From an optimization exercise on the open Yosys and OpenROAD flow, aimed at small area, a short achievable clock period and few clock cycles per item; shortcuts taken in it are not production practice.
Only simulation tests tie the RTL to the original design; equivalence was not proved.

==> flow/design.v, too long to show whole: its modules and the start of the top module <==
// module mult_fa: 9 lines
// module mult_pp: 10 lines
// module mult_ppn: 10 lines
// module mult_pp0: 8 lines
// module mult_ha: 8 lines
// module mult_tree: 2389 lines
// module mult_unit: 140 lines
// module mult_unit_top: 41 lines
module mult_unit_top (
    input  logic        clock,
    input  logic        reset,
    input  logic        issue_valid,
    output logic        issue_ready,
    input  logic [31:0] issue_source_1,
    input  logic [31:0] issue_source_2,
    input  logic [1:0]  issue_func,
    input  logic [5:0]  issue_dest_tag,
    input  logic [3:0]  issue_branch_mask,
    output logic        cdb_valid,
    input  logic        cdb_ready,
    output logic [31:0] cdb_result,
    output logic [5:0]  cdb_dest_tag,
    output logic [3:0]  cdb_branch_mask,
    input  logic [3:0]  squash_mask,
    input  logic [3:0]  clear_mask
);
  // ...
==> flow/flow/run.sh <==
#!/bin/bash
set -o pipefail
bash standard.sh SETUP_SLACK_MARGIN=5.4 finish > flow.log 2>&1
==> flow/standard.sh <==
#!/bin/bash
# synth_recipe.tcl (not shown) runs the flow's synth.tcl, then flattens the netlist and writes it again
# the make line also repeats each setting of config.mk as NAME=value (left out here)
make -C /OpenROAD-flow-scripts/flow DESIGN_CONFIG=/design/flow/config.mk WORK_HOME=/design/flow/orfs CLKGATE_MAP_FILE= SYNTH_SCRIPT=/design/flow/synth_recipe.tcl "${@:-finish}"
==> flow/config.mk <==
export PLATFORM = sky130hd
export DESIGN_NAME = mult_unit_top
export DESIGN_NICKNAME = mult_unit_top
export VERILOG_FILES = /design/flow/design.v
export SDC_FILE = /design/flow/constraint.sdc
export NUM_CORES = 4
export LEC_CHECK = 0
export ABC_CLOCK_PERIOD_IN_PS = 4500
export CAP_MARGIN = 20
export CORE_MARGIN = 2
export CORE_UTILIZATION = 40
export SETUP_SLACK_MARGIN = 5.0
export SLEW_MARGIN = 20
==> flow/constraint.sdc <==
create_clock -name core_clock -period 10.0 [get_ports {clock}]
set_input_delay 2.0000 -clock core_clock [delete_from_list [all_inputs] [get_ports {clock}]]
set_output_delay 2.0000 -clock core_clock [all_outputs]
set_load 0.01 [all_outputs]
==> run_summary.xml, run 1 <==
<?xml version="1.0" encoding="UTF-8"?>
<metrics>
  <group name="floorplan">
    <metric name="die_y" unit="um">279</metric>
    <metric name="ioPinCount" unit="">132</metric>
    <metric name="num_rows" unit="">100</metric>
  </group>
  <group name="timing">
    <metric name="post-route-worst-setup-slack" unit="ns">4.75</metric>
    <metric name="finalClockSkew" unit="ns">0.0223</metric>
  </group>
  <group name="clock_network">
    <metric name="post-cts-setup-buffers" unit="">92</metric>
    <metric name="post_cts.resized_instances" unit="">465</metric>
    <metric name="tritoncts.num_buffers" unit="">17</metric>
  </group>
  <group name="yosys">
    <metric name="most_common_cell_in_the_synthesized_netlist" unit="">sky130_fd_sc_hd__a22oi_1</metric>
    <metric name="synth_seq_area_share" unit="%">18.0</metric>
    <metric name="top_cell_type_by_total_area_after_synthesis" unit="">sky130_fd_sc_hd__fa_1</metric>
    <metric name="synth_cell_types" unit="">52</metric>
    <metric name="compound_gate_portion_of_the_synthesized_area" unit="%">16.2</metric>
    <metric name="yosys.area_share.xor_xnor" unit="%">17.9</metric>
    <metric name="ys_ff_latch" unit="">185</metric>
    <metric name="ys_dominant_reg_cell" unit="">sky130_fd_sc_hd__edfxtp_1</metric>
  </group>
  <group name="finish">
    <metric name="count_of_flip_flops_and_latches" unit="">185</metric>
    <metric name="biggestCellCategory" unit="">multi-input gates</metric>
    <metric name="postLayoutCoreUtil" unit="%">48.5</metric>
    <metric name="most-common-layout-cells" unit="">sky130_fd_sc_hd__a22oi_1, sky130_fd_sc_hd__fa_1, sky130_fd_sc_hd__xnor2_1</metric>
  </group>
  <group name="global_routing">
    <metric name="grt_usage" unit="%">29.8</metric>
    <metric name="global_route.usage.met3" unit="%">10.1</metric>
  </group>
  <group name="worst_setup_path">
    <metric name="crit_required" unit="ns">8.00</metric>
    <metric name="critical_path.most_common_cell" unit="">sky130_fd_sc_hd__a21oi_2</metric>
    <metric name="critPathBufInv" unit="">3</metric>
    <metric name="critical_path.endpoint" unit="">cdb_result[31]</metric>
    <metric name="crit_start" unit="">unit_i.b_sum[17]$_DFFE_PN_</metric>
    <metric name="rr_worst_depth" unit="">16</metric>
    <metric name="top_cell_family_by_delay_on_the_critical_path" unit="">compound AO/OA/AOI/OAI gates</metric>
  </group>
  <group name="route">
    <metric name="postRouteWirelength" unit="um">115000</metric>
  </group>
  <group name="run_status">
    <metric name="outcome" unit="">timing/DRC/antenna clean</metric>
  </group>
</metrics>
Testbench counts, summed over its fixed seeds: cycles 2,064, items 2,048.
==> run 2: changes to the inputs <==
==> flow/flow/run.sh (replaced) <==
#!/bin/bash
set -o pipefail
bash standard.sh SETUP_SLACK_MARGIN=5.8 finish > flow.log 2>&1
==> run_summary.xml, run 2 <==
<?xml version="1.0" encoding="UTF-8"?>
<metrics>
  <group name="run_status">
    <metric name="outcome" unit="">timing/DRC/antenna clean</metric>
  </group>
  <group name="floorplan">
    <metric name="core" unit="um^2">74700</metric>
    <metric name="fp.dieW" unit="um">279</metric>
    <metric name="ioPinCount" unit="">132</metric>
    <metric name="die_y" unit="um">279</metric>
    <metric name="die_area" unit="um^2">77900</metric>
    <metric name="num_rows" unit="">100</metric>
    <metric name="initial_utilization" unit="%">40.5</metric>
  </group>
  <group name="clock_network">
    <metric name="tritoncts.num_buffers" unit="">17</metric>
    <metric name="cts_sinks" unit="">185</metric>
    <metric name="htreeDepth" unit="">4</metric>
    <metric name="clk-insertion-delay-late" unit="ns">0.52</metric>
    <metric name="clock-root-buffer" unit="">sky130_fd_sc_hd__clkbuf_16</metric>
    <metric name="path_clk_slew" unit="ns">0.08</metric>
    <metric name="cts_tree" unit="">yes</metric>
    <metric name="cts_hold_repair.buffers" unit="">0</metric>
    <metric name="clock_path_buffers" unit="">2</metric>
  </group>
  <group name="timing">
    <metric name="post-route-worst-setup-slack" unit="ns">4.71</metric>
    <metric name="finalClockSkew" unit="ns">0.0181</metric>
    <metric name="tightest_slew" unit="ns">1.11</metric>
    <metric name="rsz_0062_raised_after_global_routing" unit="">yes</metric>
    <metric name="clock.fmax" unit="MHz">189</metric>
    <metric name="slew-limit-headroom" unit="%">25.8</metric>
    <metric name="totalNegativeSetupSlack" unit="ns">0</metric>
    <metric name="finalCritPeriodShare" unit="%">52.9</metric>
    <metric name="report.final.slew_viol_count" unit="">0</metric>
    <metric name="final_hold_violation_count" unit="">0</metric>
    <metric name="setup_viol_count_final" unit="">0</metric>
    <metric name="min_period" unit="ns">5.29</metric>
  </group>
  <group name="finish">
    <metric name="largest_register_ffs" unit="">33</metric>
    <metric name="layout-drive-gt1-share" unit="%">27.8</metric>
    <metric name="biggestRegsByFlops" unit="">unit_i.a_x x33, unit_i.b_carry x32, unit_i.b_sum x32</metric>
    <metric name="most_common_library_cell_in_the_layout_ignoring_fill_and_taps" unit="">sky130_fd_sc_hd__a22oi_1</metric>
    <metric name="stdcell_area" unit="um^2">37600</metric>
    <metric name="postLayoutCoreUtil" unit="%">50.4</metric>
    <metric name="n_fill_cell" unit="">6407</metric>
    <metric name="top_register" unit="">unit_i.a_x</metric>
    <metric name="design.final.nets" unit="">3667</metric>
    <metric name="most-common-layout-cells" unit="">sky130_fd_sc_hd__a22oi_1, sky130_fd_sc_hd__fa_1, sky130_fd_sc_hd__xnor2_1</metric>
    <metric name="area_growth" unit="%">24.3</metric>
  </group>
  <group name="yosys">
    <metric name="yosys.area_share.xor_xnor" unit="%">17.9</metric>
    <metric name="syn-instance-count" unit="">2908</metric>
    <metric name="synth.cells.most_frequent" unit="">sky130_fd_sc_hd__a22oi_1, sky130_fd_sc_hd__fa_1, sky130_fd_sc_hd__xnor2_1</metric>
    <metric name="compound_gate_portion_of_the_synthesized_area" unit="%">16.2</metric>
    <metric name="top_cell_type_by_total_area_after_synthesis" unit="">sky130_fd_sc_hd__fa_1</metric>
    <metric name="ys_dominant_reg_cell" unit="">sky130_fd_sc_hd__edfxtp_1</metric>
    <metric name="synth_simple_gate_area_share" unit="%">2.87</metric>
    <metric name="synthTopCellsByArea" unit="">sky130_fd_sc_hd__fa_1, sky130_fd_sc_hd__edfxtp_1, sky130_fd_sc_hd__a22oi_1</metric>
    <metric name="synth_fa_ha_area_share" unit="%">35.9</metric>
    <metric name="yosysTopAreaCellShare" unit="%">31.7</metric>
    <metric name="post_synth_edffs" unit="">175</metric>
    <metric name="syn-num-nets" unit="">3569</metric>
    <metric name="ys_ff_latch" unit="">185</metric>
    <metric name="asyncSetResetFlopFracSynth" unit="%">0</metric>
    <metric name="mappedNetlistArea" unit="um^2">30300</metric>
    <metric name="synth_cell_types" unit="">52</metric>
    <metric name="synth.mux.area_fraction" unit="%">1.54</metric>
    <metric name="main_combinational_cell_family_by_area_after_synthesis" unit="">adder cells</metric>
    <metric name="most_common_cell_in_the_synthesized_netlist" unit="">sky130_fd_sc_hd__a22oi_1</metric>
    <metric name="warnings_from_yosys" unit="">1</metric>
    <metric name="synth_seq_area_share" unit="%">18.0</metric>
    <metric name="avgSynthCellArea" unit="um^2">10.4</metric>
  </group>
  <group name="global_routing">
    <metric name="grt_antenna_before_repair" unit="">1</metric>
    <metric name="grt_pass1_wl" unit="um">176000</metric>
    <metric name="vias_in_the_first_global_route" unit="">27108</metric>
    <metric name="grt_start_max_net_pins" unit="">78</metric>
    <metric name="grt_overflow" unit="">0</metric>
    <metric name="grt_usage" unit="%">30.7</metric>
  </group>
  <group name="worst_setup_path">
    <metric name="timing.critical_path.depth" unit="">13</metric>
    <metric name="rr_worst_depth" unit="">14</metric>
    <metric name="cell_chain_critical_path" unit="">ha_4 &gt; a21o_1 &gt; a221o_1 &gt; a21oi_2 &gt; o311ai_4 &gt; a31oi_4 &gt; a21oi_4 &gt; a21oi_2 &gt; buf_4 &gt; buf_6 &gt; o21ai_2 &gt; xor2_1 &gt; buf_2</metric>
    <metric name="critPathMaxFanout" unit="">4</metric>
    <metric name="critPathBufInv" unit="">3</metric>
    <metric name="regToRegEndpoint" unit="">unit_i.b_gen[6]$_SDFFCE_PP0N_</metric>
    <metric name="criticalPathCategory" unit="">reg -&gt; out</metric>
    <metric name="critical_path.most_common_cell" unit="">sky130_fd_sc_hd__a21oi_2</metric>
    <metric name="worst_setup_end_kind" unit="">output port</metric>
    <metric name="cp.arrival" unit="ns">3.29</metric>
    <metric name="critical-path-max-stage-delay" unit="ns">0.42</metric>
    <metric name="reg2reg_setup_slack" unit="ns">5.11</metric>
    <metric name="cp_slowest_cell" unit="">sky130_fd_sc_hd__edfxtp_1</metric>
    <metric name="critical_path.endpoint" unit="">cdb_result[28]</metric>
    <metric name="critical_path.startpoint_type" unit="">flop</metric>
    <metric name="r2r-start" unit="">unit_i.a_two[8]$_DFFE_PN_</metric>
    <metric name="crit_required" unit="ns">8.00</metric>
    <metric name="crit_start" unit="">unit_i.b_sum[17]$_DFFE_PN_</metric>
    <metric name="top_cell_family_by_delay_on_the_critical_path" unit="">compound AO/OA/AOI/OAI gates</metric>
  </group>
  <group name="route">
    <metric name="dr.first_iter.drc_count" unit="">2881</metric>
    <metric name="number_of_optimization_iterations_in_the_first_detailed_route_pass" unit="">7</metric>
    <metric name="detail_route.vias_per_cell" unit="">6.29</metric>
    <metric name="dr_total_vias" unit="">25072</metric>
    <metric name="drt.antenna.violating_nets" unit="">0</metric>
    <metric name="drt-wirelength-per-cell" unit="um">30.2</metric>
    <metric name="drc_errors" unit="">0</metric>
    <metric name="postRouteWirelength" unit="um">120000</metric>
  </group>
  <group name="worst_hold_path">
    <metric name="hold_path_class" unit="">reg -&gt; reg</metric>
  </group>
  <group name="placed_design">
    <metric name="buffers_on_ports" unit="">131</metric>
    <metric name="detailed_place.area" unit="um^2">32600</metric>
    <metric name="dpl_worst_slack" unit="ns">3.90</metric>
    <metric name="weighted_congestion_at_the_end_of_routability_driven_global_placement" unit="">0.920</metric>
    <metric name="dp_hpwl" unit="um">69500</metric>
  </group>
  <group name="flow_run">
    <metric name="maxCapViolations" unit="">0</metric>
  </group>
</metrics>
## run 2: what timing repair did
action,CTS,global route
setup endpoints to repair,189,106
cloned,19,2
buffers inserted,110,67
pin swaps,213,171
gates resized for setup,659,243
## run 2: cell type report
type	instances	area (um^2)	area share [%]
tap	969	1210	3.22
timing repair buffer	415	4700	12.5
antenna	1	2.50	0.00665
clock inverter	14	149	0.396
sequential	185	5460	14.5
inverter	268	1060	2.82
clock buffer	18	439	1.17
multi-input combinational	2117	24600	65.4
timing repair inverter	2	17.5	0.0465
## run 2: per-stage QoR
step	cells	hold slack, ns
3_5_place_dp	3758	0.411
4_1_cts	3919	0.432
3_3_place_gp	3758	0.401
2_1_floorplan	2908	0.400
6_report	3989	0.430
5_1_grt	3988	0.437
## run 2: cell families after synthesis
family | Yosys count
multiplexers | 45
AND/OR/NAND/NOR | 191
XOR/XNOR | 619
adder cells (fa/ha/maj) | 583
buffers and inverters | 606
flip-flops | 185
AO/OA/AOI/OAI | 679
## run 2: worst min path at each step
stage | start | end | slack, ns | cells past startpoint
final | unit_i.a_tag[4]$_DFFE_PN_ | unit_i.b_tag[4]$_DFFE_PN_ | 0.43 | 0
after CTS | unit_i.a_tag[3]$_DFFE_PN_ | unit_i.b_tag[3]$_DFFE_PN_ | 0.43 | 0
after floorplan | unit_i.a_tag[0]$_DFFE_PN_ | unit_i.b_tag[0]$_DFFE_PN_ | 0.40 | 0
after detailed placement | unit_i.a_tag[3]$_DFFE_PN_ | unit_i.b_tag[3]$_DFFE_PN_ | 0.41 | 0
after global placement | unit_i.a_tag[0]$_DFFE_PN_ | unit_i.b_tag[0]$_DFFE_PN_ | 0.40 | 0
after global routing | unit_i.a_tag[4]$_DFFE_PN_ | unit_i.b_tag[4]$_DFFE_PN_ | 0.44 | 0
## run 2: layer usage
layer  GRT usage (%)  routed length (um)
met5           0.438                   9
met4            19.7                8690
met3            11.4               16300
met2            46.5               52500
met1            36.8               42800
==> run 3: changes to the inputs <==
==> flow/run.sh (new file) <==
#!/bin/bash
# synth_recipe.tcl (not shown) runs the flow's synth.tcl, then flattens the netlist and writes it again
# the make line also repeats each setting of config.mk as NAME=value (left out here)
make -C /OpenROAD-flow-scripts/flow DESIGN_CONFIG=/design/flow/config.mk WORK_HOME=/design/flow/orfs CLKGATE_MAP_FILE= SYNTH_SCRIPT=/design/flow/synth_recipe.tcl finish
removed: flow/flow/run.sh
removed: flow/standard.sh
==> run_summary.xml, run 3 <==
<?xml version="1.0" encoding="UTF-8"?>
<metrics>
  <group name="floorplan">
    <metric name="initial_utilization" unit="%">40.5</metric>
    <metric name="core" unit="um^2">74700</metric>
    <metric name="die_area" unit="um^2">77900</metric>
    <metric name="die_y" unit="um">279</metric>
    <metric name="ioPinCount" unit="">132</metric>
    <metric name="num_rows" unit="">100</metric>
    <metric name="fp.dieW" unit="um">279</metric>
  </group>
  <group name="timing">
    <metric name="tightest_slew" unit="ns">0.972</metric>
    <metric name="clock.fmax" unit="MHz">192</metric>
    <metric name="final_hold_violation_count" unit="">0</metric>
    <metric name="post-route-worst-setup-slack" unit="ns">4.79</metric>
    <metric name="finalCritPeriodShare" unit="%">52.1</metric>
    <metric name="slew-limit-headroom" unit="%">35.2</metric>
    <metric name="min_period" unit="ns">5.21</metric>
    <metric name="totalNegativeSetupSlack" unit="ns">0</metric>
    <metric name="rsz_0062_raised_after_global_routing" unit="">yes</metric>
    <metric name="setup_viol_count_final" unit="">0</metric>
    <metric name="report.final.slew_viol_count" unit="">0</metric>
    <metric name="finalClockSkew" unit="ns">0.0180</metric>
  </group>
  <group name="yosys">
    <metric name="synth.cells.most_frequent" unit="">sky130_fd_sc_hd__a22oi_1, sky130_fd_sc_hd__fa_1, sky130_fd_sc_hd__xnor2_1</metric>
    <metric name="ys_ff_latch" unit="">185</metric>
    <metric name="synth_cell_types" unit="">52</metric>
    <metric name="avgSynthCellArea" unit="um^2">10.4</metric>
    <metric name="mappedNetlistArea" unit="um^2">30300</metric>
    <metric name="synthTopCellsByArea" unit="">sky130_fd_sc_hd__fa_1, sky130_fd_sc_hd__edfxtp_1, sky130_fd_sc_hd__a22oi_1</metric>
    <metric name="syn-instance-count" unit="">2908</metric>
    <metric name="synth_seq_area_share" unit="%">18.0</metric>
    <metric name="syn-num-nets" unit="">3569</metric>
    <metric name="ys_dominant_reg_cell" unit="">sky130_fd_sc_hd__edfxtp_1</metric>
    <metric name="most_common_cell_in_the_synthesized_netlist" unit="">sky130_fd_sc_hd__a22oi_1</metric>
    <metric name="asyncSetResetFlopFracSynth" unit="%">0</metric>
    <metric name="post_synth_edffs" unit="">175</metric>
    <metric name="warnings_from_yosys" unit="">1</metric>
    <metric name="top_cell_type_by_total_area_after_synthesis" unit="">sky130_fd_sc_hd__fa_1</metric>
    <metric name="yosysTopAreaCellShare" unit="%">31.7</metric>
  </group>
  <group name="flow_run">
    <metric name="maxCapViolations" unit="">0</metric>
  </group>
  <group name="clock_network">
    <metric name="tritoncts.num_buffers" unit="">17</metric>
    <metric name="clock_path_buffers" unit="">2</metric>
    <metric name="cts_hold_repair.buffers" unit="">0</metric>
    <metric name="path_clk_slew" unit="ns">0.08</metric>
    <metric name="cts_tree" unit="">yes</metric>
    <metric name="cts_sinks" unit="">185</metric>
    <metric name="htreeDepth" unit="">4</metric>
    <metric name="clk-insertion-delay-late" unit="ns">0.52</metric>
    <metric name="clock-root-buffer" unit="">sky130_fd_sc_hd__clkbuf_16</metric>
  </group>
  <group name="worst_setup_path">
    <metric name="worst_setup_end_kind" unit="">output port</metric>
    <metric name="cp.arrival" unit="ns">3.21</metric>
    <metric name="critical_path.startpoint_type" unit="">flop</metric>
    <metric name="critPathMaxFanout" unit="">3</metric>
    <metric name="crit_required" unit="ns">8.00</metric>
    <metric name="criticalPathCategory" unit="">reg -&gt; out</metric>
  </group>
  <group name="route">
    <metric name="dr.first_iter.drc_count" unit="">3458</metric>
    <metric name="detail_route.vias_per_cell" unit="">6.27</metric>
    <metric name="number_of_optimization_iterations_in_the_first_detailed_route_pass" unit="">7</metric>
    <metric name="dr_total_vias" unit="">24577</metric>
    <metric name="postRouteWirelength" unit="um">114000</metric>
    <metric name="drt-wirelength-per-cell" unit="um">29.1</metric>
    <metric name="drt.antenna.violating_nets" unit="">0</metric>
    <metric name="drc_errors" unit="">0</metric>
  </group>
  <group name="finish">
    <metric name="most-common-layout-cells" unit="">sky130_fd_sc_hd__a22oi_1, sky130_fd_sc_hd__fa_1, sky130_fd_sc_hd__xnor2_1</metric>
    <metric name="most_common_library_cell_in_the_layout_ignoring_fill_and_taps" unit="">sky130_fd_sc_hd__a22oi_1</metric>
    <metric name="multi_input_comb_area" unit="um^2">23200</metric>
    <metric name="area_growth" unit="%">16.8</metric>
    <metric name="design.final.nets" unit="">3598</metric>
    <metric name="final-seq-area" unit="um^2">5460</metric>
    <metric name="biggestRegsByFlops" unit="">unit_i.a_x x33, unit_i.b_carry x32, unit_i.b_sum x32</metric>
    <metric name="n_fill_cell" unit="">6737</metric>
    <metric name="largest_register_ffs" unit="">33</metric>
    <metric name="layout-drive-gt1-share" unit="%">13.8</metric>
    <metric name="top_register" unit="">unit_i.a_x</metric>
  </group>
  <group name="global_routing">
    <metric name="grt_pass1_wl" unit="um">165000</metric>
    <metric name="vias_in_the_first_global_route" unit="">26055</metric>
    <metric name="grt_start_max_net_pins" unit="">81</metric>
    <metric name="grt_antenna_before_repair" unit="">6</metric>
    <metric name="grt_overflow" unit="">0</metric>
    <metric name="grt_usage" unit="%">28.5</metric>
  </group>
  <group name="placed_design">
    <metric name="dp_hpwl" unit="um">69700</metric>
    <metric name="buffers_on_ports" unit="">131</metric>
    <metric name="dpl_worst_slack" unit="ns">3.75</metric>
    <metric name="weighted_congestion_at_the_end_of_routability_driven_global_placement" unit="">0.923</metric>
  </group>
  <group name="worst_hold_path">
    <metric name="hold_path_class" unit="">reg -&gt; reg</metric>
  </group>
  <group name="run_status">
    <metric name="outcome" unit="">timing/DRC/antenna clean</metric>
  </group>
</metrics>
run 3: cell counts after synthesis:
No cell type changed its count.
run 3: logic make-up after synthesis:
kind of cell | synth area share, %
flip-flops | 18.0
adder cells (fa/ha/maj) | 35.9
AND/OR/NAND/NOR | 2.87
XOR/XNOR | 17.9
AO/OA/AOI/OAI | 16.2
buffers and inverters | 7.51
multiplexers | 1.54
run 3: cell type report:
type / count / share of cell area, %
Inverter: 268 / 2.97
Timing Repair inverter: 3 / 0.0743
Tap cell: 969 / 3.43
Multi-Input combinational cell: 2117 / 65.6
Antenna cell: 1 / 0.00707
Timing Repair Buffer: 345 / 10.9
Clock buffer: 19 / 1.28
Clock inverter: 13 / 0.361
Sequential cell: 185 / 15.4
run 3: stage by stage:
stage,util [%],instances,area [um^2],hold WS [ns]
after floorplan,-,2908,30300,0.400
after global placement,43.1,3754,32200,0.402
after detailed placement,43.1,3754,32200,0.411
after CTS,45.6,3849,34100,0.426
after global routing,47.4,3919,35400,0.434
final,47.4,3920,35400,0.425
run 3: repair_timing:
action	4_1_cts	5_1_grt
setup endpoints to repair	90	35
pin swaps	44	67
resized for setup	263	146
gates cloned	10	14
buffers inserted	53	55
run 3: critical path, stage by stage (launching register included):
cell and delay, ns:
sky130_fd_sc_hd__edfxtp_1 0.43, sky130_fd_sc_hd__ha_4 0.27, sky130_fd_sc_hd__a21o_1 0.19, sky130_fd_sc_hd__a221o_1 0.36, sky130_fd_sc_hd__a21oi_2 0.23, sky130_fd_sc_hd__o311ai_4 0.14, sky130_fd_sc_hd__a31oi_4 0.26, sky130_fd_sc_hd__buf_6 0.15
sky130_fd_sc_hd__o21bai_4 0.06, sky130_fd_sc_hd__a21o_1 0.19, sky130_fd_sc_hd__a21oi_2 0.15, sky130_fd_sc_hd__xnor2_1 0.13, sky130_fd_sc_hd__buf_2 0.15
run 3: routing by layer:
metal	share of wire, %	wire (um)	GRT usage (%)
met1	36	41400	35.1
met2	43	49600	43.8
met3	13	15200	9.25
met4	7.0	7940	16.9
met5	0.035	40	0
run 3: final timing paths:
kind / start / endpoint / slack [ns] / depth (start not counted)
worst max register to register: unit_i.a_one[0]$_DFFE_PN_ / unit_i.b_gen[7]$_SDFFCE_PP0N_ / 4.99 / 16
worst max-delay path: unit_i.b_carry[17]$_DFFE_PN_ / cdb_result[31] / 4.79 / 12
worst min-delay path: unit_i.a_tag[0]$_DFFE_PN_ / unit_i.b_tag[0]$_DFFE_PN_ / 0.43 / 0
worst min register to register: unit_i.a_tag[0]$_DFFE_PN_ / unit_i.b_tag[0]$_DFFE_PN_ / 0.43 / 0
==> run 4: changes to the inputs <==
--- a/flow/config.mk
+++ b/flow/config.mk
@@ -8,6 +8,7 @@
 export ABC_CLOCK_PERIOD_IN_PS = 4500
 export CAP_MARGIN = 20
 export CORE_MARGIN = 2
-export CORE_UTILIZATION = 40
+export CORE_UTILIZATION = 65
+export PLACE_DENSITY = 0.78
 export SETUP_SLACK_MARGIN = 5.0
 export SLEW_MARGIN = 20
==> run_summary.xml, run 4 <==
<?xml version="1.0" encoding="UTF-8"?>
<metrics>
  <group name="route">
    <metric name="drc_errors" unit="">0</metric>
    <metric name="dr_total_vias" unit="">25159</metric>
    <metric name="detail_route.vias_per_cell" unit="">7.19</metric>
    <metric name="dr.first_iter.drc_count" unit="">3801</metric>
    <metric name="drt.antenna.violating_nets" unit="">0</metric>
    <metric name="drt-wirelength-per-cell" unit="um">31.0</metric>
    <metric name="postRouteWirelength" unit="um">108000</metric>
    <metric name="number_of_optimization_iterations_in_the_first_detailed_route_pass" unit="">7</metric>
  </group>
  <group name="placed_design">
    <metric name="weighted_congestion_at_the_end_of_routability_driven_global_placement" unit="">0.966</metric>
    <metric name="dp_hpwl" unit="um">66000</metric>
    <metric name="buffers_on_ports" unit="">131</metric>
  </group>
  <group name="yosys">
    <metric name="synthTopCellsByArea" unit="">sky130_fd_sc_hd__fa_1, sky130_fd_sc_hd__edfxtp_1, sky130_fd_sc_hd__a22oi_1</metric>
    <metric name="warnings_from_yosys" unit="">1</metric>
    <metric name="syn-num-nets" unit="">3569</metric>
    <metric name="post_synth_edffs" unit="">175</metric>
    <metric name="synth.cells.most_frequent" unit="">sky130_fd_sc_hd__a22oi_1, sky130_fd_sc_hd__fa_1, sky130_fd_sc_hd__xnor2_1</metric>
    <metric name="top_cell_type_by_total_area_after_synthesis" unit="">sky130_fd_sc_hd__fa_1</metric>
    <metric name="asyncSetResetFlopFracSynth" unit="%">0</metric>
    <metric name="synth_seq_area_share" unit="%">18.0</metric>
    <metric name="mappedNetlistArea" unit="um^2">30300</metric>
    <metric name="most_common_cell_in_the_synthesized_netlist" unit="">sky130_fd_sc_hd__a22oi_1</metric>
    <metric name="yosysTopAreaCellShare" unit="%">31.7</metric>
    <metric name="synth_cell_types" unit="">52</metric>
    <metric name="avgSynthCellArea" unit="um^2">10.4</metric>
    <metric name="syn-instance-count" unit="">2908</metric>
    <metric name="ys_dominant_reg_cell" unit="">sky130_fd_sc_hd__edfxtp_1</metric>
    <metric name="ys_ff_latch" unit="">185</metric>
  </group>
  <group name="finish">
    <metric name="largest_register_ffs" unit="">33</metric>
    <metric name="area_growth" unit="%">13.0</metric>
    <metric name="top_register" unit="">unit_i.a_x</metric>
    <metric name="most_common_library_cell_in_the_layout_ignoring_fill_and_taps" unit="">sky130_fd_sc_hd__a22oi_1</metric>
    <metric name="biggestRegsByFlops" unit="">unit_i.a_x x33, unit_i.b_carry x32, unit_i.b_sum x32</metric>
    <metric name="design.final.nets" unit="">3542</metric>
    <metric name="postLayoutCoreUtil" unit="%">73.9</metric>
    <metric name="antenna_cells_inserted" unit="">0</metric>
    <metric name="layout-drive-gt1-share" unit="%">12.2</metric>
    <metric name="most-common-layout-cells" unit="">sky130_fd_sc_hd__a22oi_1, sky130_fd_sc_hd__fa_1, sky130_fd_sc_hd__xnor2_1</metric>
  </group>
  <group name="global_routing">
    <metric name="grt_usage" unit="%">45.5</metric>
    <metric name="grt_antenna_before_repair" unit="">4</metric>
    <metric name="grt_overflow" unit="">0</metric>
    <metric name="grt_start_max_net_pins" unit="">69</metric>
    <metric name="grt_pass1_wl" unit="um">159000</metric>
    <metric name="vias_in_the_first_global_route" unit="">26330</metric>
  </group>
  <group name="timing">
    <metric name="slew-limit-headroom" unit="%">38.6</metric>
    <metric name="final_hold_violation_count" unit="">0</metric>
    <metric name="setup_viol_count_final" unit="">0</metric>
    <metric name="report.final.slew_viol_count" unit="">0</metric>
    <metric name="finalClockSkew" unit="ns">0.0241</metric>
    <metric name="finalCritPeriodShare" unit="%">51.9</metric>
    <metric name="totalNegativeSetupSlack" unit="ns">0</metric>
    <metric name="holdWs" unit="ns">0.411</metric>
    <metric name="tightest_slew" unit="ns">0.921</metric>
    <metric name="min_period" unit="ns">5.19</metric>
    <metric name="rsz_0062_raised_after_global_routing" unit="">yes</metric>
    <metric name="clock.fmax" unit="MHz">193</metric>
  </group>
  <group name="worst_hold_path">
    <metric name="min_from" unit="">unit_i.a_tag[3]$_DFFE_PN_</metric>
    <metric name="hold_path_class" unit="">reg -&gt; reg</metric>
    <metric name="hold_depth" unit="">0</metric>
    <metric name="timing.hold.worst_endpoint" unit="">unit_i.b_tag[3]$_DFFE_PN_</metric>
  </group>
  <group name="worst_setup_path">
    <metric name="crit_required" unit="ns">8.00</metric>
    <metric name="r2r-start" unit="">unit_i.a_two[0]$_DFFE_PN_</metric>
    <metric name="critPathMaxFanout" unit="">3</metric>
    <metric name="cp.arrival" unit="ns">3.19</metric>
    <metric name="critical_path.startpoint_type" unit="">flop</metric>
    <metric name="regToRegEndpoint" unit="">unit_i.b_sum[1]$_DFFE_PN_</metric>
    <metric name="rr_worst_depth" unit="">13</metric>
    <metric name="criticalPathCategory" unit="">reg -&gt; out</metric>
    <metric name="worst_setup_end_kind" unit="">output port</metric>
    <metric name="reg2reg_setup_slack" unit="ns">4.85</metric>
  </group>
  <group name="clock_network">
    <metric name="cts_tree" unit="">yes</metric>
    <metric name="tritoncts.num_buffers" unit="">17</metric>
    <metric name="htreeDepth" unit="">4</metric>
    <metric name="clk-insertion-delay-late" unit="ns">0.52</metric>
    <metric name="cts_sinks" unit="">185</metric>
    <metric name="path_clk_slew" unit="ns">0.09</metric>
    <metric name="clock-root-buffer" unit="">sky130_fd_sc_hd__clkbuf_16</metric>
    <metric name="clock_path_buffers" unit="">2</metric>
  </group>
  <group name="run_status">
    <metric name="outcome" unit="">timing/DRC/antenna clean</metric>
  </group>
  <group name="floorplan">
    <metric name="die_y" unit="um">220</metric>
    <metric name="core" unit="um^2">46300</metric>
    <metric name="num_rows" unit="">79</metric>
    <metric name="ioPinCount" unit="">132</metric>
    <metric name="fp.dieW" unit="um">220</metric>
    <metric name="initial_utilization" unit="%">65.5</metric>
    <metric name="die_area" unit="um^2">48300</metric>
  </group>
  <group name="flow_run">
    <metric name="maxCapViolations" unit="">0</metric>
  </group>
</metrics>
==> run 4: changes by cell type in the layout (fill, tap and decap cells not counted), sizes merged <==
cell / previous run / this run
dlymetal6s2s: 1 / 3
clkbuf: 40 / 29
clkdlybuf4s50: 89 / 92
clkinv: 5 / 3
buf: 210 / 169
bufbuf: 8 / 2
inv: 276 / 280
diode: 1 / 0
dlygate4sd2: 14 / 12
clkinvlp: 3 / 0
==> run 4: worst max-delay path by stage <==
stage | from | to | slack, ns
floorplan | unit_i.a_neg[4]$_DFFE_PN_ | unit_i.b_gen[6]$_SDFFCE_PP0N_ | 5.01
global placement | cdb_ready | issue_ready | 3.94
detailed placement | cdb_ready | issue_ready | 3.89
CTS | unit_i.b_sum[17]$_DFFE_PN_ | cdb_result[31] | 4.78
global route | unit_i.b_sum[17]$_DFFE_PN_ | cdb_result[31] | 4.66
finish | unit_i.b_sum[17]$_DFFE_PN_ | cdb_result[31] | 4.81
==> run 4: per-layer routing <==
layer	part of all wire, %	global-route usage [%]	up-vias
met5	0.043	0	-
met4	6.9	26.0	6
met3	18	23.1	657
met2	42	64.9	2413
met1	33	55.5	12368
li1	-	-	9715
==> run 4: area by class of cell <==
class / instances / area (um^2)
Tap cell: 607 / 759
Multi-Input combinational cell: 2117 / 23200
Fill cell: 3250 / 12100
Timing Repair Buffer: 290 / 3140
Sequential cell: 185 / 5460
Inverter: 268 / 1050
Timing Repair inverter: 2 / 17.5
Clock inverter: 13 / 124
Clock buffer: 19 / 443
==> run 4: cells by family after synthesis <==
| group | Yosys count | share of synthesized area (%) |
|---|---|---|
| flip-flops | 185 | 18.0 |
| multiplexers | 45 | 1.54 |
| AO/OA/AOI/OAI | 679 | 16.2 |
| AND/OR/NAND/NOR | 191 | 2.87 |
| XOR/XNOR | 619 | 17.9 |
| adder cells (fa/ha/maj) | 583 | 35.9 |
| buffers and inverters | 606 | 7.51 |
==> run 4: per-stage QoR <==
stage | std cells | cell area [um^2] | setup slack, ns
6_report | 3501 | 34200 | 4.81
5_1_grt | 3501 | 34200 | 4.66
4_1_cts | 3461 | 33100 | 4.78
3_5_place_dp | 3394 | 31700 | 3.89
3_3_place_gp | 3394 | 31700 | 3.94
2_1_floorplan | 2908 | 30300 | 5.01
==> run 4: repair_timing <==
action,4_1_cts,5_1_grt
gates cloned,3,8
hold buffers,0,0
pin swaps,41,55
setup buffers,32,32
endpoints found under the setup margin,64,33
hold endpoints to repair,0,0
gates resized for setup,225,194
==> run 4: critical path, stage by stage (launching register included) <==
cell,delay (ns)
sky130_fd_sc_hd__edfxtp_1,0.42
sky130_fd_sc_hd__ha_4,0.27
sky130_fd_sc_hd__a21o_1,0.18
sky130_fd_sc_hd__a221o_1,0.36
sky130_fd_sc_hd__a21oi_4,0.17
sky130_fd_sc_hd__o311ai_4,0.13
sky130_fd_sc_hd__a31oi_4,0.30
sky130_fd_sc_hd__buf_6,0.16
sky130_fd_sc_hd__o21bai_4,0.05
sky130_fd_sc_hd__a21o_1,0.22
sky130_fd_sc_hd__a21oi_2,0.14
sky130_fd_sc_hd__xnor2_1,0.12
sky130_fd_sc_hd__buf_2,0.15

re-timing with driven ports:
Ports are ideal in the flow. The routed layouts listed here were re-timed in OpenROAD. Step 1 (the two cells are an assumption about what drives the block):
set clk [get_ports {clock}]
set_driving_cell -lib_cell sky130_fd_sc_hd__clkbuf_16 $clk
set_driving_cell -lib_cell sky130_fd_sc_hd__buf_2 [delete_from_list [all_inputs] $clk]
Step 2 also shifts input and output timing later by t, the mid clock arrival at the registers, as if the neighbouring blocks saw the same clock. Three values: ideal, step 1, step 2; two values: the first two.
| run | t, ns | setup WS [ns] | hold WS [ns] | latest minus earliest clock arrival (ns) | worst slew at a driven data input, ns |
|---|---|---|---|---|---|
| run 1 | 0.574 | 4.747 / 4.683 / 5.116 | 0.421 / 0.421 / 0.421 | 0.023 / 0.022 | 0.05 |
| run 2 | 0.574 | 4.715 / 4.648 / 5.111 | 0.430 / 0.430 / 0.430 | 0.018 / 0.018 | 0.06 |
| run 3 | 0.578 | 4.793 / 4.727 / 4.990 | 0.425 / 0.425 / 0.425 | 0.018 / 0.018 | 0.06 |
| run 4 | 0.565 | 4.811 / 4.754 / 4.853 | 0.411 / 0.411 / 0.411 | 0.024 / 0.024 | 0.06 |
After both steps setup and hold are still met in every run listed.
